This is an optimization exercise on Yosys and OpenROAD, whose aim is a short achievable clock period and few clock cycles per item, not a production implementation. Function was checked by simulation only, so behaviour that the tests miss may differ from the original. Power figures rest on the tool's default switching activity, not on a simulated workload.

==> job 7914: inputs <==
// cpu
module cpu (
    input  wire                        clk_cpu,
    input  wire                        reset_i,
    input  wire [32-1:0]  irom_inst_i,
    output cpu_pkg::word_t             irom_addr_o,
    output logic                       debug_wb_have_inst_o,
    output cpu_pkg::word_t             debug_wb_pc_o,
    output logic                       debug_wb_ena_o,
    output cpu_pkg::reg_addr_t         debug_wb_reg_o,
    output cpu_pkg::word_t             debug_wb_value_o
);
clock: 6.0 ns
lec_check: 0
cap_margin: 20
core_margin: 2
core_utilization: 40
cts_cluster_diameter: 80
cts_cluster_size: 40
setup_slack_margin: 3.6
slew_margin: 20
synth_hierarchical: 1
tns_end_percent: 100
run.sh (not shown) runs the stock make flow with config.mk's settings and CLKGATE_MAP_FILE= SYNTH_SCRIPT=/design/flow/synth_recipe.tcl, a recipe that flattens the netlist after the stock synthesis.
==> inputs of job 1971, as changes to job 7914 <==
--- a/flow/design.v
+++ b/flow/design.v
@@ -49,55 +49,46 @@
 `default_nettype none
 module fetch_unit (
     input  wire                 clk_cpu,
     input  wire                 reset_i,
     input  wire [31:0]          irom_inst_i,
     output cpu_pkg::word_t      irom_addr_o,
     input  wire [31:0]          e_wr_oh_i,
-    input  wire                 e_wr_i,
-    input  wire cpu_pkg::reg_addr_t e_rd_i,
     output logic [31:0]         inst_o,
     output cpu_pkg::ctl_t       ctl_o,
     output logic [31:0]         rs1_sel_o,
     output logic [31:0]         rs2_sel_o,
     output logic [cpu_pkg::NS*cpu_pkg::NF-1:0] fsel_o,
     output logic                valid_o
 );
     logic [29:0] pc_q;
-    logic [31:0] word_q;
-    logic        word_valid_q;
     logic [6:0]  opcode;
     logic [2:0]  f3;
     logic [4:0]  rd, rs1, rs2;
     logic        is_op, is_imm, is_lui, is_alu;
     cpu_pkg::ctl_t ctl, d_ctl;
     logic        d_wr, e1, e2, w1, w2;
     logic [31:0] dec1, dec2;
     logic [cpu_pkg::NU-1:0] pu;
     logic [cpu_pkg::NS*cpu_pkg::NF-1:0] fsel;
     assign irom_addr_o = {pc_q, 2'b00};
     always_ff @(posedge clk_cpu) begin
         if (reset_i) begin
-            pc_q         <= '0;
-            word_valid_q <= 1'b0;
-            valid_o      <= 1'b0;
+            pc_q    <= '0;
+            valid_o <= 1'b0;
         end else begin
-            pc_q         <= pc_q + 30'd1;
-            word_valid_q <= 1'b1;
-            valid_o      <= word_valid_q;
+            pc_q    <= pc_q + 30'd1;
+            valid_o <= 1'b1;
         end
     end
-    always_ff @(posedge clk_cpu) begin
-        word_q <= irom_inst_i;
-    end
-    assign opcode = word_q[6:0];
-    assign f3     = word_q[14:12];
-    assign rd     = word_q[11:7];
-    assign rs1    = word_q[19:15];
-    assign rs2    = word_q[24:20];
+    assign opcode = irom_inst_i[6:0];
+    assign f3     = irom_inst_i[14:12];
+    assign rd     = irom_inst_i[11:7];
+    assign rs1    = irom_inst_i[19:15];
+    assign rs2    = irom_inst_i[24:20];
     for (genvar i = 0; i < 32; i++) begin : g_dec
         assign dec1[i] = rs1 == 5'(i);
         assign dec2[i] = rs2 == 5'(i);
     end
     assign is_op  = opcode == cpu_pkg::OPC_OP;
     assign is_imm = opcode == cpu_pkg::OPC_OP_IMM;
     assign is_lui = opcode == cpu_pkg::OPC_LUI;
@@ -110,27 +101,27 @@
         ctl.use_rs2    = is_op;
         ctl.lui        = is_lui;
         ctl.unit[cpu_pkg::U_ADD] = is_alu && f3 == 3'b000;
         ctl.unit[cpu_pkg::U_CMP] = is_alu && f3[2:1] == 2'b01;
         ctl.unit[cpu_pkg::U_SLL] = is_alu && f3 == 3'b001;
         ctl.unit[cpu_pkg::U_SR]  = is_alu && f3 == 3'b101;
         ctl.unit[cpu_pkg::U_LG]  = (is_alu && (f3 == 3'b100 || f3[2:1] == 2'b11)) || is_lui;
-        ctl.sub        = is_op && f3 == 3'b000 && word_q[30];
+        ctl.sub        = is_op && f3 == 3'b000 && irom_inst_i[30];
         ctl.cmp_signed = !f3[0];
-        ctl.sra        = word_q[30];
+        ctl.sra        = irom_inst_i[30];
         ctl.lg_m       = {is_lui, is_alu && f3 == 3'b111, is_alu && f3 == 3'b110,
                           is_alu && f3 == 3'b100};
     end
     assign d_ctl = ctl_o;
     assign d_wr  = valid_o && d_ctl.wr;
     assign e1    = ctl.use_rs1 && d_wr && inst_o[11:7] == rs1;
     assign e2    = ctl.use_rs2 && d_wr && inst_o[11:7] == rs2;
     assign pu    = d_ctl.unit;
-    assign w1    = e_wr_i && e_rd_i == rs1;
-    assign w2    = e_wr_i && e_rd_i == rs2;
+    assign w1    = |(dec1 & e_wr_oh_i);
+    assign w2    = |(dec2 & e_wr_oh_i);
     function automatic logic [cpu_pkg::NF-1:0] sel(input logic en, input logic fwd,
                                                    input logic [cpu_pkg::NU-1:0] p,
                                                    input logic use_imm);
         logic [cpu_pkg::NF-1:0] v;
         v[cpu_pkg::F_ADD]  = en && fwd && p[cpu_pkg::U_ADD];
         v[cpu_pkg::F_SLL]  = en && fwd && p[cpu_pkg::U_SLL];
         v[cpu_pkg::F_SR]   = en && fwd && p[cpu_pkg::U_SR];
@@ -150,15 +141,15 @@
         fsel[cpu_pkg::S_SLL_SH * cpu_pkg::NF +: cpu_pkg::NF] = sel(ctl.unit[cpu_pkg::U_SLL], e2, pu, !ctl.use_rs2);
         fsel[cpu_pkg::S_SR_D   * cpu_pkg::NF +: cpu_pkg::NF] = sel(ctl.unit[cpu_pkg::U_SR], e1, pu, 1'b0);
         fsel[cpu_pkg::S_SR_SH  * cpu_pkg::NF +: cpu_pkg::NF] = sel(ctl.unit[cpu_pkg::U_SR], e2, pu, !ctl.use_rs2);
         fsel[cpu_pkg::S_LG_A   * cpu_pkg::NF +: cpu_pkg::NF] = sel(ctl.unit[cpu_pkg::U_LG], e1, pu, 1'b0);
         fsel[cpu_pkg::S_LG_B   * cpu_pkg::NF +: cpu_pkg::NF] = sel(ctl.unit[cpu_pkg::U_LG], e2, pu, !ctl.use_rs2);
     end
     always_ff @(posedge clk_cpu) begin
-        inst_o   <= word_q;
+        inst_o   <= irom_inst_i;
         ctl_o    <= ctl;
         rs1_sel_o <= {dec1[31:1] & ~e_wr_oh_i[31:1], w1};
         rs2_sel_o <= {dec2[31:1] & ~e_wr_oh_i[31:1], w2};
         fsel_o   <= fsel;
     end
 endmodule
 `default_nettype wire
@@ -732,15 +723,14 @@
     output cpu_pkg::word_t          debug_wb_value_o
 );
     logic               valid_q;
     logic               ena_q;
     logic [29:0]        pc_q;
     cpu_pkg::reg_addr_t rd_q;
     cpu_pkg::word_t     value_q;
-    cpu_pkg::word_t     dbg_value_q;
     logic [31:0]        we_oh_q;
     always_ff @(posedge clk_cpu) begin
         if (reset_i) begin
             valid_q <= 1'b0;
             we_oh_q <= '0;
         end else begin
             valid_q <= valid_i;
@@ -748,23 +738,22 @@
         end
     end
     always_ff @(posedge clk_cpu) begin
         pc_q    <= valid_q ? pc_q + 30'd1 : '0;
         ena_q   <= ena_i;
         rd_q    <= rd_i;
         value_q <= result_i;
-        dbg_value_q <= ena_i ? result_i : '0;
     end
     assign wb_we_oh_o = we_oh_q;
     assign wb_value_o = value_q;
     assign debug_wb_have_inst_o = valid_q;
     assign debug_wb_pc_o        = {pc_q, 2'b00};
     assign debug_wb_ena_o       = ena_q;
     assign debug_wb_reg_o       = rd_q;
-    assign debug_wb_value_o     = dbg_value_q;
+    assign debug_wb_value_o     = value_q;
 endmodule
 `default_nettype wire
 `timescale 1ns/1ps
 `default_nettype none
 module cpu (
     input  wire                        clk_cpu,
     input  wire                        reset_i,
@@ -793,16 +782,14 @@
     cpu_pkg::word_t     wb_value;
     fetch_unit u_fetch (
         .clk_cpu     (clk_cpu),
         .reset_i     (reset_i),
         .irom_inst_i (irom_inst_i),
         .irom_addr_o (irom_addr_o),
         .e_wr_oh_i   (ex_wr_oh),
-        .e_wr_i      (ex_wr),
-        .e_rd_i      (ex_rd),
         .inst_o      (fd_inst),
         .ctl_o       (fd_ctl),
         .rs1_sel_o   (fd_rs1_sel),
         .rs2_sel_o   (fd_rs2_sel),
         .fsel_o      (fd_fsel),
         .valid_o     (fd_valid)
     );
CORE_UTILIZATION = 35   (was 40)
CTS_CLUSTER_DIAMETER = not set   (was 80)
CTS_CLUSTER_SIZE = not set   (was 40)
==> out/results.ini <==
[grt]
grt_pass1_vias = 64000

[placed_design]
detailed_place_hpwl_microns = 225000
place_congestion = 1.00

[drt]
wl_met2_microns = 159000

[die]
dieArea_sq_um = 212000

[power]
design_power_total_mw = 22.6
irDropWorstVdd_mv = 0.247

[sta]
finalClockSkew_ns = 0.0449

[run_status]
outcome = finished clean

-- figures above: job 7914

==> out/results.ini <==
[grt]
grt_pass1_wl_microns = 495000
grt_pass1_vias = 66800

[power]
design_power_total_mw = 25.5
irDropWorstVdd_mv = 0.340

[placed_design]
detailed_place_hpwl_microns = 209000
place_congestion = 0.998

[sta]
finalClockSkew_ns = 0.0733

[cells_and_area]
fillCellCount = 21200
layout_common_cells = sky130_fd_sc_hd__a22oi_2, sky130_fd_sc_hd__edfxtp_1, sky130_fd_sc_hd__nand2b_1
registers.top_by_ff_count = u_decode.regs

[drt]
wl_met2_microns = 159000

[run_status]
outcome = finished clean

[critical_path]
setup.worst_path.start_class = flip-flop

-- figures above: job 1971

Testbench counts of job 7914, summed over its fixed seeds: cycles 24,024, items 24,000.
Testbench counts of job 1971, summed over its fixed seeds: cycles 24,016, items 24,000.

==> inputs of run Y <==
cpu, a different RTL version from the one above (not shown whole).
Settings: LEC_CHECK=0, CAP_MARGIN=20, CORE_MARGIN=2, CORE_UTILIZATION=45, CTS_CLUSTER_DIAMETER=60, CTS_CLUSTER_SIZE=30, PLACE_DENSITY=0.7, SETUP_SLACK_MARGIN=3.6, SLEW_MARGIN=20, SYNTH_HIERARCHICAL=1, TNS_END_PERCENT=100; clock period 6.0 ns.
==> run B: changes against run Y <==
--- a/flow/design.v
+++ b/flow/design.v
@@ -49,14 +49,14 @@
     output cpu_pkg::word_t      irom_addr_o,
     input  wire [31:0]          e_wr_oh_i,
     input  wire                 e_wr_i,
     input  wire cpu_pkg::reg_addr_t e_rd_i,
     output logic [31:0]         inst_o,
     output cpu_pkg::ctl_t       ctl_o,
-    output logic [31:0]         rs1_sel_o,
-    output logic [31:0]         rs2_sel_o,
+    output logic [63:0]         rs1_sel_o,
+    output logic [63:0]         rs2_sel_o,
     output logic [cpu_pkg::NS*cpu_pkg::NF-1:0] fsel_o,
     output logic                valid_o
 );
     logic [29:0] pc_q, pc_inc;
     logic [31:0] word_q;
     logic        word_valid_q;
@@ -143,20 +143,34 @@
             sel((ctl.unit[cpu_pkg::U_ADD] && !ctl.sub) || ctl.unit[cpu_pkg::U_LG], e2, pu, !ctl.use_rs2);
         fsel[cpu_pkg::S_BN * cpu_pkg::NF +: cpu_pkg::NF] =
             sel((ctl.unit[cpu_pkg::U_ADD] && ctl.sub) || ctl.unit[cpu_pkg::U_CMP], e2, pu, !ctl.use_rs2);
         fsel[cpu_pkg::S_SL * cpu_pkg::NF +: cpu_pkg::NF] = sel(ctl.unit[cpu_pkg::U_SLL], e2, pu, !ctl.use_rs2);
         fsel[cpu_pkg::S_SR * cpu_pkg::NF +: cpu_pkg::NF] = sel(ctl.unit[cpu_pkg::U_SR], e2, pu, !ctl.use_rs2);
     end
+    logic [31:0] sel1, sel2;
+    assign sel1 = {dec1[31:1] & ~e_wr_oh_i[31:1], w1};
+    assign sel2 = {dec2[31:1] & ~e_wr_oh_i[31:1], w2};
+    for (genvar c = 0; c < 2; c++) begin : g_sel
+        sel_reg32 u_s1 (.clk_cpu(clk_cpu), .d_i(sel1), .q_o(rs1_sel_o[c*32 +: 32]));
+        sel_reg32 u_s2 (.clk_cpu(clk_cpu), .d_i(sel2), .q_o(rs2_sel_o[c*32 +: 32]));
+    end
     always_ff @(posedge clk_cpu) begin
         inst_o   <= word_q;
         ctl_o    <= ctl;
-        rs1_sel_o <= {dec1[31:1] & ~e_wr_oh_i[31:1], w1};
-        rs2_sel_o <= {dec2[31:1] & ~e_wr_oh_i[31:1], w2};
         fsel_o   <= fsel;
     end
 endmodule
+module sel_reg32 (
+    input  wire         clk_cpu,
+    input  wire [31:0]  d_i,
+    output logic [31:0] q_o
+);
+    always_ff @(posedge clk_cpu) begin
+        q_o <= d_i;
+    end
+endmodule
 module inc_and2 (
     input  wire a_i,
     input  wire b_i,
     output logic y_o
 );
     assign y_o = a_i & b_i;
@@ -193,14 +207,14 @@
 `default_nettype none
 module decode_unit (
     input  wire                     clk_cpu,
     input  wire                     reset_i,
     input  wire [31:0]              inst_i,
     input  wire cpu_pkg::ctl_t      ctl_i,
-    input  wire [31:0]              rs1_sel_i,
-    input  wire [31:0]              rs2_sel_i,
+    input  wire [63:0]              rs1_sel_i,   
+    input  wire [63:0]              rs2_sel_i,
     input  wire [cpu_pkg::NS*cpu_pkg::NF-1:0] fsel_i,
     input  wire                     valid_i,
     input  wire cpu_pkg::word_t     x_sum_i,
     input  wire cpu_pkg::word_t     x_sumn_i,
     input  wire cpu_pkg::word_t     x_slln_i,
     input  wire cpu_pkg::word_t     x_srn_i,
@@ -214,14 +228,14 @@
     output logic [31:0]             ex_wr_oh_o,
     output logic                    ex_ena_o,
     output cpu_pkg::reg_addr_t      ex_rd_o,
     output cpu_pkg::word_t          a_o,
     output cpu_pkg::word_t          b_o,
     output cpu_pkg::word_t          bn_o,
-    output logic [4:0]              sl_o,
-    output logic [4:0]              sr_o,
+    output logic [4:0]              sl_d_o,
+    output logic [4:0]              sr_d_o,
     output logic                    cin_o,       
     output logic                    sgn_o,       
     output logic                    sra_o,
     output logic [3:0]              lg_m_o,
     output logic [cpu_pkg::NU-1:0]  unit_o,
     output logic [cpu_pkg::NU-1:0]  unit_wr_o    
@@ -240,44 +254,46 @@
     end
     cpu_pkg::word_t rd_src [0:31];
     assign rd_src[0] = wb_value_i;
     for (genvar i = 1; i < 32; i++) begin : g_src
         assign rd_src[i] = regs[i];
     end
-    cpu_pkg::word_t a_oldn, b_oldn;
+    cpu_pkg::word_t a_old, b_old;
     for (genvar k = 0; k < 32; k++) begin : g_rd
         logic [31:0] col;
         for (genvar i = 0; i < 32; i++) begin : g_c
             assign col[i] = rd_src[i][k];
         end
-        rd_mux32 u_a (.s_i(rs1_sel_i), .d_i(col), .yn_o(a_oldn[k]));
-        rd_mux32 u_b (.s_i(rs2_sel_i), .d_i(col), .yn_o(b_oldn[k]));
+        rd_mux32 u_a (.s_i(rs1_sel_i[(k / 16) * 32 +: 32]), .d_i(col), .y_o(a_old[k]));
+        rd_mux32 u_b (.s_i(rs2_sel_i[(k / 16) * 32 +: 32]), .d_i(col), .y_o(b_old[k]));
     end
     function automatic logic [cpu_pkg::NF-1:0] fs(input int slot);
         fs = fsel_i[slot*cpu_pkg::NF +: cpu_pkg::NF];
     endfunction
     cpu_pkg::word_t a_d, b_d, bn_d;
     logic [4:0]     sl_w, sr_w;
+    assign sl_d_o = sl_w;
+    assign sr_d_o = sr_w;
     fwd_word_a u_a  (.f_i(fs(cpu_pkg::S_A)), .add_i(x_sum_i), .slln_i(x_slln_i), .srn_i(x_srn_i),
-                     .lg_i(x_lg_i), .lt_i(x_lt_i), .oldn_i(a_oldn), .y_o(a_d));
+                     .lg_i(x_lg_i), .lt_i(x_lt_i),   .old_i(a_old), .y_o(a_d));
     fwd_word   u_b  (.f_i(fs(cpu_pkg::S_B)), .add_i(x_sum_i), .slln_i(x_slln_i), .srn_i(x_srn_i),
-                     .lg_i(x_lg_i), .lt_i(x_lt_i), .oldn_i(b_oldn), .imm_i(imm), .y_o(b_d));
+                     .lg_i(x_lg_i), .lt_i(x_lt_i),   .old_i(b_old), .imm_i(imm), .y_o(b_d));
     fwd_word_t u_bn (.f_i(fs(cpu_pkg::S_BN)), .add_i(x_sumn_i), .sll_i(x_slln_i), .sr_i(x_srn_i),
-                     .lg_i(x_lgn_i), .ltn_i(~x_lt_i), .old_i(b_oldn), .immn_i(~imm), .y_o(bn_d));
+                     .lg_i(x_lgn_i), .ltn_i(~x_lt_i), .old_i(b_old), .immn_i(~imm), .y_o(bn_d));
     fwd_bit0 u_sl0 (.f_i(fs(cpu_pkg::S_SL)), .add_i(x_sum_i[0]), .slln_i(x_slln_i[0]),
-                    .srn_i(x_srn_i[0]), .lg_i(x_lg_i[0]), .lt_i(x_lt_i), .oldn_i(b_oldn[0]),
+                    .srn_i(x_srn_i[0]), .lg_i(x_lg_i[0]), .lt_i(x_lt_i),   .old_i(b_old[0]),
                     .imm_i(imm[0]), .y_o(sl_w[0]));
     fwd_bit0 u_sr0 (.f_i(fs(cpu_pkg::S_SR)), .add_i(x_sum_i[0]), .slln_i(x_slln_i[0]),
-                    .srn_i(x_srn_i[0]), .lg_i(x_lg_i[0]), .lt_i(x_lt_i), .oldn_i(b_oldn[0]),
+                    .srn_i(x_srn_i[0]), .lg_i(x_lg_i[0]), .lt_i(x_lt_i),   .old_i(b_old[0]),
                     .imm_i(imm[0]), .y_o(sr_w[0]));
     for (genvar i = 1; i < 5; i++) begin : g_sh
         fwd_bit u_sl (.f_i(fs(cpu_pkg::S_SL)), .add_i(x_sum_i[i]), .slln_i(x_slln_i[i]),
-                      .srn_i(x_srn_i[i]), .lg_i(x_lg_i[i]), .oldn_i(b_oldn[i]), .imm_i(imm[i]),
+                      .srn_i(x_srn_i[i]), .lg_i(x_lg_i[i]),   .old_i(b_old[i]), .imm_i(imm[i]),
                       .y_o(sl_w[i]));
         fwd_bit u_sr (.f_i(fs(cpu_pkg::S_SR)), .add_i(x_sum_i[i]), .slln_i(x_slln_i[i]),
-                      .srn_i(x_srn_i[i]), .lg_i(x_lg_i[i]), .oldn_i(b_oldn[i]), .imm_i(imm[i]),
+                      .srn_i(x_srn_i[i]), .lg_i(x_lg_i[i]),   .old_i(b_old[i]), .imm_i(imm[i]),
                       .y_o(sr_w[i]));
     end
     always_ff @(posedge clk_cpu) begin
         if (reset_i) begin
             ex_valid_o <= 1'b0;
             ex_wr_o    <= 1'b0;
@@ -291,14 +307,12 @@
     always_ff @(posedge clk_cpu) begin
         ex_ena_o  <= ctl.ena;
         ex_rd_o   <= inst_i[11:7];
         a_o       <= a_d;
         b_o       <= b_d;
         bn_o      <= bn_d;
-        sl_o      <= sl_w;
-        sr_o      <= sr_w;
         cin_o     <= ctl.sub || ctl.unit[cpu_pkg::U_CMP];
         sgn_o     <= ctl.cmp_signed;
         sra_o     <= ctl.sra;
         lg_m_o    <= ctl.lg_m;
         unit_o    <= ctl.unit;
         unit_wr_o <= ctl.wr ? ctl.unit : '0;
@@ -307,73 +321,73 @@
 module fwd_bit (
     input  wire [cpu_pkg::NF-1:0] f_i,
     input  wire                   add_i,
     input  wire                   slln_i,
     input  wire                   srn_i,
     input  wire                   lg_i,
-    input  wire                   oldn_i,
+    input  wire                   old_i,
     input  wire                   imm_i,
     output logic                  y_o
 );
     assign y_o = (f_i[cpu_pkg::F_ADD] & add_i)
                | (f_i[cpu_pkg::F_SLL] & ~slln_i)
                | (f_i[cpu_pkg::F_SR]  & ~srn_i)
                | (f_i[cpu_pkg::F_LG]  & lg_i)
-               | (f_i[cpu_pkg::F_REG] & ~oldn_i)
+               | (f_i[cpu_pkg::F_REG] & old_i)
                | (f_i[cpu_pkg::F_IMM] & imm_i);
 endmodule
 module fwd_bit0 (
     input  wire [cpu_pkg::NF-1:0] f_i,
     input  wire                   add_i,
     input  wire                   slln_i,
     input  wire                   srn_i,
     input  wire                   lg_i,
     input  wire                   lt_i,
-    input  wire                   oldn_i,
+    input  wire                   old_i,
     input  wire                   imm_i,
     output logic                  y_o
 );
     assign y_o = (f_i[cpu_pkg::F_ADD] & add_i)
                | (f_i[cpu_pkg::F_SLL] & ~slln_i)
                | (f_i[cpu_pkg::F_SR]  & ~srn_i)
                | (f_i[cpu_pkg::F_LG]  & lg_i)
                | (f_i[cpu_pkg::F_LT]  & lt_i)
-               | (f_i[cpu_pkg::F_REG] & ~oldn_i)
+               | (f_i[cpu_pkg::F_REG] & old_i)
                | (f_i[cpu_pkg::F_IMM] & imm_i);
 endmodule
 module fwd_bit_a (
     input  wire [cpu_pkg::NF-1:0] f_i,
     input  wire                   add_i,
     input  wire                   slln_i,
     input  wire                   srn_i,
     input  wire                   lg_i,
-    input  wire                   oldn_i,
+    input  wire                   old_i,
     output logic                  y_o
 );
     assign y_o = (f_i[cpu_pkg::F_ADD] & add_i)
                | (f_i[cpu_pkg::F_SLL] & ~slln_i)
                | (f_i[cpu_pkg::F_SR]  & ~srn_i)
                | (f_i[cpu_pkg::F_LG]  & lg_i)
-               | (f_i[cpu_pkg::F_REG] & ~oldn_i);
+               | (f_i[cpu_pkg::F_REG] & old_i);
 endmodule
 module fwd_bit_a0 (
     input  wire [cpu_pkg::NF-1:0] f_i,
     input  wire                   add_i,
     input  wire                   slln_i,
     input  wire                   srn_i,
     input  wire                   lg_i,
     input  wire                   lt_i,
-    input  wire                   oldn_i,
+    input  wire                   old_i,
     output logic                  y_o
 );
     assign y_o = (f_i[cpu_pkg::F_ADD] & add_i)
                | (f_i[cpu_pkg::F_SLL] & ~slln_i)
                | (f_i[cpu_pkg::F_SR]  & ~srn_i)
                | (f_i[cpu_pkg::F_LG]  & lg_i)
                | (f_i[cpu_pkg::F_LT]  & lt_i)
-               | (f_i[cpu_pkg::F_REG] & ~oldn_i);
+               | (f_i[cpu_pkg::F_REG] & old_i);
 endmodule
 module fwd_bit_t (
     input  wire [cpu_pkg::NF-1:0] f_i,
     input  wire                   add_i,
     input  wire                   sll_i,
     input  wire                   sr_i,
@@ -383,13 +397,13 @@
     output logic                  y_o
 );
     assign y_o = (f_i[cpu_pkg::F_ADD] & add_i)
                | (f_i[cpu_pkg::F_SLL] & sll_i)
                | (f_i[cpu_pkg::F_SR]  & sr_i)
                | (f_i[cpu_pkg::F_LG]  & lg_i)
-               | (f_i[cpu_pkg::F_REG] & old_i)
+               | (f_i[cpu_pkg::F_REG] & ~old_i)
                | (f_i[cpu_pkg::F_IMM] & immn_i);
 endmodule
 module fwd_bit_t0 (
     input  wire [cpu_pkg::NF-1:0] f_i,
     input  wire                   add_i,
     input  wire                   sll_i,
@@ -402,13 +416,13 @@
 );
     assign y_o = (f_i[cpu_pkg::F_ADD] & add_i)
                | (f_i[cpu_pkg::F_SLL] & sll_i)
                | (f_i[cpu_pkg::F_SR]  & sr_i)
                | (f_i[cpu_pkg::F_LG]  & lg_i)
                | (f_i[cpu_pkg::F_LT]  & ltn_i)
-               | (f_i[cpu_pkg::F_REG] & old_i)
+               | (f_i[cpu_pkg::F_REG] & ~old_i)
                | (f_i[cpu_pkg::F_IMM] & immn_i);
 endmodule
 module fwd_bit_t1 (
     input  wire [cpu_pkg::NF-1:0] f_i,
     input  wire                   add_i,
     input  wire                   sll_i,
@@ -420,48 +434,48 @@
 );
     assign y_o = (f_i[cpu_pkg::F_ADD] & add_i)
                | (f_i[cpu_pkg::F_SLL] & sll_i)
                | (f_i[cpu_pkg::F_SR]  & sr_i)
                | (f_i[cpu_pkg::F_LG]  & lg_i)
                | f_i[cpu_pkg::F_LT]
-               | (f_i[cpu_pkg::F_REG] & old_i)
+               | (f_i[cpu_pkg::F_REG] & ~old_i)
                | (f_i[cpu_pkg::F_IMM] & immn_i);
 endmodule
 module fwd_word (
     input  wire [cpu_pkg::NF-1:0] f_i,
     input  wire cpu_pkg::word_t   add_i,
     input  wire cpu_pkg::word_t   slln_i,
     input  wire cpu_pkg::word_t   srn_i,
     input  wire cpu_pkg::word_t   lg_i,
     input  wire                   lt_i,
-    input  wire cpu_pkg::word_t   oldn_i,
+    input  wire cpu_pkg::word_t   old_i,
     input  wire cpu_pkg::word_t   imm_i,
     output cpu_pkg::word_t        y_o
 );
     fwd_bit0 u_b0 (.f_i(f_i), .add_i(add_i[0]), .slln_i(slln_i[0]), .srn_i(srn_i[0]), .lg_i(lg_i[0]),
-                   .lt_i(lt_i), .oldn_i(oldn_i[0]), .imm_i(imm_i[0]), .y_o(y_o[0]));
+                   .lt_i(lt_i),   .old_i(old_i[0]), .imm_i(imm_i[0]), .y_o(y_o[0]));
     for (genvar i = 1; i < 32; i++) begin : g_b
         fwd_bit u_b (.f_i(f_i), .add_i(add_i[i]), .slln_i(slln_i[i]), .srn_i(srn_i[i]), .lg_i(lg_i[i]),
-                     .oldn_i(oldn_i[i]), .imm_i(imm_i[i]), .y_o(y_o[i]));
+                       .old_i(old_i[i]), .imm_i(imm_i[i]), .y_o(y_o[i]));
     end
 endmodule
 module fwd_word_a (
     input  wire [cpu_pkg::NF-1:0] f_i,
     input  wire cpu_pkg::word_t   add_i,
     input  wire cpu_pkg::word_t   slln_i,
     input  wire cpu_pkg::word_t   srn_i,
     input  wire cpu_pkg::word_t   lg_i,
     input  wire                   lt_i,
-    input  wire cpu_pkg::word_t   oldn_i,
+    input  wire cpu_pkg::word_t   old_i,
     output cpu_pkg::word_t        y_o
 );
     fwd_bit_a0 u_b0 (.f_i(f_i), .add_i(add_i[0]), .slln_i(slln_i[0]), .srn_i(srn_i[0]), .lg_i(lg_i[0]),
-                     .lt_i(lt_i), .oldn_i(oldn_i[0]), .y_o(y_o[0]));
+                     .lt_i(lt_i),   .old_i(old_i[0]), .y_o(y_o[0]));
     for (genvar i = 1; i < 32; i++) begin : g_b
         fwd_bit_a u_b (.f_i(f_i), .add_i(add_i[i]), .slln_i(slln_i[i]), .srn_i(srn_i[i]), .lg_i(lg_i[i]),
-                       .oldn_i(oldn_i[i]), .y_o(y_o[i]));
+                         .old_i(old_i[i]), .y_o(y_o[i]));
     end
 endmodule
 module fwd_word_t (
     input  wire [cpu_pkg::NF-1:0] f_i,
     input  wire cpu_pkg::word_t   add_i,
     input  wire cpu_pkg::word_t   sll_i,
@@ -498,13 +512,13 @@
 );
     assign yn_o = ~|a_i;
 endmodule
 module rd_mux32 (
     input  wire [31:0] s_i,
     input  wire [31:0] d_i,
-    output logic       yn_o
+    output logic       y_o
 );
     logic [15:0] l1n;
     logic [3:0]  l2;
     logic [1:0]  l3n;
     for (genvar i = 0; i < 16; i++) begin : g_l1
         rd_ao22n u (.s_i(s_i[2*i +: 2]), .d_i(d_i[2*i +: 2]), .yn_o(l1n[i]));
@@ -512,23 +526,24 @@
     for (genvar i = 0; i < 4; i++) begin : g_l2
         rd_nand4 u (.an_i(l1n[4*i +: 4]), .y_o(l2[i]));
     end
     for (genvar i = 0; i < 2; i++) begin : g_l3
         rd_nor2 u (.a_i(l2[2*i +: 2]), .yn_o(l3n[i]));
     end
-    assign yn_o = l3n[0] & l3n[1];
+    assign y_o = ~(l3n[0] & l3n[1]);
 endmodule
 `default_nettype wire
 `timescale 1ns/1ps
 `default_nettype none
 module execute_unit (
+    input  wire                     clk_cpu,
     input  wire cpu_pkg::word_t     a_i,
     input  wire cpu_pkg::word_t     b_i,
     input  wire cpu_pkg::word_t     bn_i,
-    input  wire [4:0]               sl_i,
-    input  wire [4:0]               sr_i,
+    input  wire [4:0]               sl_d_i,      
+    input  wire [4:0]               sr_d_i,
     input  wire                     cin_i,
     input  wire                     sgn_i,
     input  wire                     sra_i,
     input  wire [3:0]               lg_m_i,
     input  wire [cpu_pkg::NU-1:0]   unit_i,
     input  wire [cpu_pkg::NU-1:0]   unit_wr_i,
@@ -543,14 +558,14 @@
     output cpu_pkg::word_t          wb_res_o     
 );
     logic c30;
     ks_add32 u_add (.a_i(a_i), .b_i(b_i), .bn_i(bn_i), .cin_i(cin_i),
                     .s_o(sum_o), .sn_o(sumn_o), .c30_o(c30));
     cmp_top  u_lt  (.a_i(a_i[31]), .bn_i(bn_i[31]), .sgn_i(sgn_i), .c_i(c30), .lt_o(lt_o));
-    sh_left  u_sll (.d_i(a_i), .sh_i(sl_i), .yn_o(slln_o));
-    sh_right u_sr  (.d_i(a_i), .sh_i(sr_i), .fill_i(sra_i & a_i[31]), .yn_o(srn_o));
+    sh_left  u_sll (.clk_cpu(clk_cpu), .d_i(a_i), .sh_d_i(sl_d_i), .yn_o(slln_o));
+    sh_right u_sr  (.clk_cpu(clk_cpu), .d_i(a_i), .sh_d_i(sr_d_i), .fill_i(sra_i & a_i[31]), .yn_o(srn_o));
     assign lg_o  = ({32{lg_m_i[0]}} & (a_i ^ b_i))
                  | ({32{lg_m_i[1]}} & (a_i | b_i))
                  | ({32{lg_m_i[2]}} & (a_i & b_i))
                  | ({32{lg_m_i[3]}} & b_i);
     assign lgn_o = ~lg_o;
     res_sel0 u_res0 (.unit_i(unit_i), .sum_i(sum_o[0]), .slln_i(slln_o[0]), .srn_i(srn_o[0]),
@@ -750,48 +765,67 @@
     input  wire an_i,
     input  wire s_i,
     output logic y_o
 );
     assign y_o = ~(an_i | s_i);
 endmodule
+module sh_amt_reg (
+    input  wire        clk_cpu,
+    input  wire [4:0]  d_i,
+    output logic [4:0] q_o
+);
+    always_ff @(posedge clk_cpu) begin
+        q_o <= d_i;
+    end
+endmodule
 module sh_left (
+    input  wire        clk_cpu,
     input  wire [31:0] d_i,
-    input  wire [4:0]  sh_i,
+    input  wire [4:0]  sh_d_i,
     output logic [31:0] yn_o
 );
+    logic [4:0] shq [0:1];
+    for (genvar c = 0; c < 2; c++) begin : g_amt
+        sh_amt_reg u_amt (.clk_cpu(clk_cpu), .d_i(sh_d_i), .q_o(shq[c]));
+    end
     logic [31:0] v [0:5];
     assign v[0] = d_i;
     for (genvar k = 0; k < 5; k++) begin : g_lev
         for (genvar i = 0; i < 32; i++) begin : g_bit
             if (i >= (1 << k)) begin : g_m
-                mx2i u_m (.a_i(v[k][i]), .b_i(v[k][i - (1 << k)]), .s_i(sh_i[k]), .y_o(v[k+1][i]));
+                mx2i u_m (.a_i(v[k][i]), .b_i(v[k][i - (1 << k)]), .s_i(shq[i / 16][k]), .y_o(v[k+1][i]));
             end else if (k % 2 == 0) begin : g_zt
-                mz_t u_z (.a_i(v[k][i]), .s_i(sh_i[k]), .y_o(v[k+1][i]));
+                mz_t u_z (.a_i(v[k][i]), .s_i(shq[i / 16][k]), .y_o(v[k+1][i]));
             end else begin : g_zn
-                mz_n u_z (.an_i(v[k][i]), .s_i(sh_i[k]), .y_o(v[k+1][i]));
+                mz_n u_z (.an_i(v[k][i]), .s_i(shq[i / 16][k]), .y_o(v[k+1][i]));
             end
         end
     end
     assign yn_o = v[5];
 endmodule
 module sh_right (
+    input  wire        clk_cpu,
     input  wire [31:0] d_i,
-    input  wire [4:0]  sh_i,
+    input  wire [4:0]  sh_d_i,
     input  wire        fill_i,
     output logic [31:0] yn_o
 );
+    logic [4:0] shq [0:1];
+    for (genvar c = 0; c < 2; c++) begin : g_amt
+        sh_amt_reg u_amt (.clk_cpu(clk_cpu), .d_i(sh_d_i), .q_o(shq[c]));
+    end
     logic [31:0] v [0:5];
     logic        fill_n;
     assign fill_n = ~fill_i;
     assign v[0] = d_i;
     for (genvar k = 0; k < 5; k++) begin : g_lev
         for (genvar i = 0; i < 32; i++) begin : g_bit
             if (i + (1 << k) < 32) begin : g_m
-                mx2i u_m (.a_i(v[k][i]), .b_i(v[k][i + (1 << k)]), .s_i(sh_i[k]), .y_o(v[k+1][i]));
+                mx2i u_m (.a_i(v[k][i]), .b_i(v[k][i + (1 << k)]), .s_i(shq[i / 16][k]), .y_o(v[k+1][i]));
             end else begin : g_f
-                mx2i u_m (.a_i(v[k][i]), .b_i((k % 2 == 0) ? fill_i : fill_n), .s_i(sh_i[k]),
+                mx2i u_m (.a_i(v[k][i]), .b_i((k % 2 == 0) ? fill_i : fill_n), .s_i(shq[i / 16][k]),
                           .y_o(v[k+1][i]));
             end
         end
     end
     assign yn_o = v[5];
 endmodule
@@ -867,13 +901,13 @@
     output logic                       debug_wb_ena_o,
     output cpu_pkg::reg_addr_t         debug_wb_reg_o,
     output cpu_pkg::word_t             debug_wb_value_o
 );
     logic [31:0]        fd_inst;
     cpu_pkg::ctl_t      fd_ctl;
-    logic [31:0]        fd_rs1_sel, fd_rs2_sel;
+    logic [63:0]        fd_rs1_sel, fd_rs2_sel;
     logic [cpu_pkg::NS*cpu_pkg::NF-1:0] fd_fsel;
     logic               fd_valid;
     logic               ex_valid, ex_wr, ex_ena;
     logic [31:0]        ex_wr_oh;
     cpu_pkg::reg_addr_t ex_rd;
     cpu_pkg::word_t     ex_a, ex_b, ex_bn;
@@ -927,27 +961,28 @@
         .ex_wr_oh_o (ex_wr_oh),
         .ex_ena_o   (ex_ena),
         .ex_rd_o    (ex_rd),
         .a_o        (ex_a),
         .b_o        (ex_b),
         .bn_o       (ex_bn),
-        .sl_o       (ex_sl),
-        .sr_o       (ex_sr),
+        .sl_d_o     (ex_sl),
+        .sr_d_o     (ex_sr),
         .cin_o      (ex_cin),
         .sgn_o      (ex_sgn),
         .sra_o      (ex_sra),
         .lg_m_o     (ex_lg_m),
         .unit_o     (ex_unit),
         .unit_wr_o  (ex_unit_wr)
     );
     execute_unit u_execute (
+        .clk_cpu  (clk_cpu),
         .a_i      (ex_a),
         .b_i      (ex_b),
         .bn_i     (ex_bn),
-        .sl_i     (ex_sl),
-        .sr_i     (ex_sr),
+        .sl_d_i   (ex_sl),
+        .sr_d_i   (ex_sr),
         .cin_i    (ex_cin),
         .sgn_i    (ex_sgn),
         .sra_i    (ex_sra),
         .lg_m_i   (ex_lg_m),
         .unit_i   (ex_unit),
         .unit_wr_i (ex_unit_wr),
==> flow/config.mk (replaced) <==
export PLATFORM = sky130hd
export DESIGN_NAME = cpu
export DESIGN_NICKNAME = cpu
export VERILOG_FILES = /design/flow/design.v
export SDC_FILE = /design/flow/constraint.sdc
export NUM_CORES = 4
export LEC_CHECK = 0
export CAP_MARGIN = 20
export CORE_MARGIN = 2
export CORE_UTILIZATION = 55
export CTS_CLUSTER_DIAMETER = 60
export CTS_CLUSTER_SIZE = 30
export SETUP_SLACK_MARGIN = 3.6
export SLEW_MARGIN = 20
export SYNTH_HIERARCHICAL = 1
export TNS_END_PERCENT = 100
==> run K: changes against run Y <==
==> flow/config.mk (replaced) <==
export PLATFORM = sky130hd
export DESIGN_NAME = cpu
export DESIGN_NICKNAME = cpu
export VERILOG_FILES = /design/flow/design.v
export SDC_FILE = /design/flow/constraint.sdc
export NUM_CORES = 4
export LEC_CHECK = 0
export CAP_MARGIN = 20
export CORE_MARGIN = 2
export CORE_UTILIZATION = 55
export CTS_CLUSTER_DIAMETER = 60
export CTS_CLUSTER_SIZE = 30
export SETUP_SLACK_MARGIN = 3.6
export SLEW_MARGIN = 20
export SYNTH_HIERARCHICAL = 1
export TNS_END_PERCENT = 100
==> run summary <==
metric                                                                         run K               run Y             run B
Placed cell area                                                        0.0784 sq mm        0.0787 sq mm      0.0795 sq mm
Clock Power Share                                                              42.7%               41.8%             42.8%
Summed instance area of the synthesized netlist                         0.0738 sq mm        0.0738 sq mm      0.0748 sq mm
Aggregate global-route resource usage                                          40.1%               32.6%             38.6%
Leakage                                                                      26.4 nW             26.1 nW           27.5 nW
Origin of the worst setup path                                      u_decode.sr_o[0]     u_decode.b_o[0]  u_decode.b_o[12]
Launch point of the worst hold path                                 u_fetch.ctl_o[0]  u_fetch.word_q[26]  u_fetch.ctl_o[2]
Status                                              no timing/DRC/antenna violations  no timing/DRC/antenna violations  no timing/DRC/antenna violations
Standard-cell row count                                                          134                 148               135
Routing usage on met3                                                          10.4%               9.76%             8.46%
Die Width                                                                370 microns         409 microns       373 microns
Biggest cell delay along the critical path                                   0.39 ns             0.47 ns           0.39 ns
Hold slack                                                                  0.330 ns            0.299 ns          0.311 ns
Combinational Power                                                          1.12 mW             1.20 mW           1.11 mW
Post-Place Worst Slack                                                       2.70 ns             2.79 ns           2.57 ns
Slew @ Worst Pin                                                             1.28 ns             1.34 ns           1.30 ns
Resized cells post-CTS                                                           864                 897               920
Required time worst endpoint                                                 6.64 ns             6.68 ns           6.63 ns
Per-instance average area after synthesis                                 13.0 sq um          13.0 sq um        13.0 sq um
Flip-flop and latch area                                                0.0403 sq mm        0.0403 sq mm      0.0418 sq mm
Number of buffer and inverter instances along the worst setup path                 5                   2                 1
CP dominant cell by count                                                          -             a21oi_4           a21oi_2
Testbench counts of run Y, summed over its fixed seeds: cycles 24,032, items 24,000.
Testbench counts of run B, summed over its fixed seeds: cycles 24,032, items 24,000.
Testbench counts of run K, summed over its fixed seeds: cycles 24,032, items 24,000.

==> separate check: timing with driven ports <==
How much do the figures lean on ideal ports? The routed layouts below were timed once more, with nothing changed but the port constraints. Step 1 sets driving cells, clkbuf_16 on the clock port and buf_2 on the other inputs (assumed; they add their load-dependent delay and slew). Step 2 also shifts input and output timing later by t, the mid clock arrival at the registers, as if the neighbouring blocks saw the same clock. Three values: ideal, step 1, step 2; two values: the first two.
run	t, ns	setup slack, ns	worst register clock-pin slew, ns	cell pins on the clock port's net
job 7914	0.889	3.258 / 3.258 / 3.051	0.12 / 0.12	1
job 1971	0.948	2.987 / 2.987 / 2.709	0.07 / 0.07	1
run Y	0.877	3.418 / 3.378 / 3.418	0.11 / 0.11	1
run B	0.865	3.464 / 3.384 / 3.464	0.10 / 0.10	1
run K	0.846	3.413 / 3.351 / 3.412	0.09 / 0.09	1
After both steps setup and hold are still met in every run listed. The setup slack of job 1971, which loses most, moves by 0.000 ns with the drivers and by -0.278 ns with both steps.
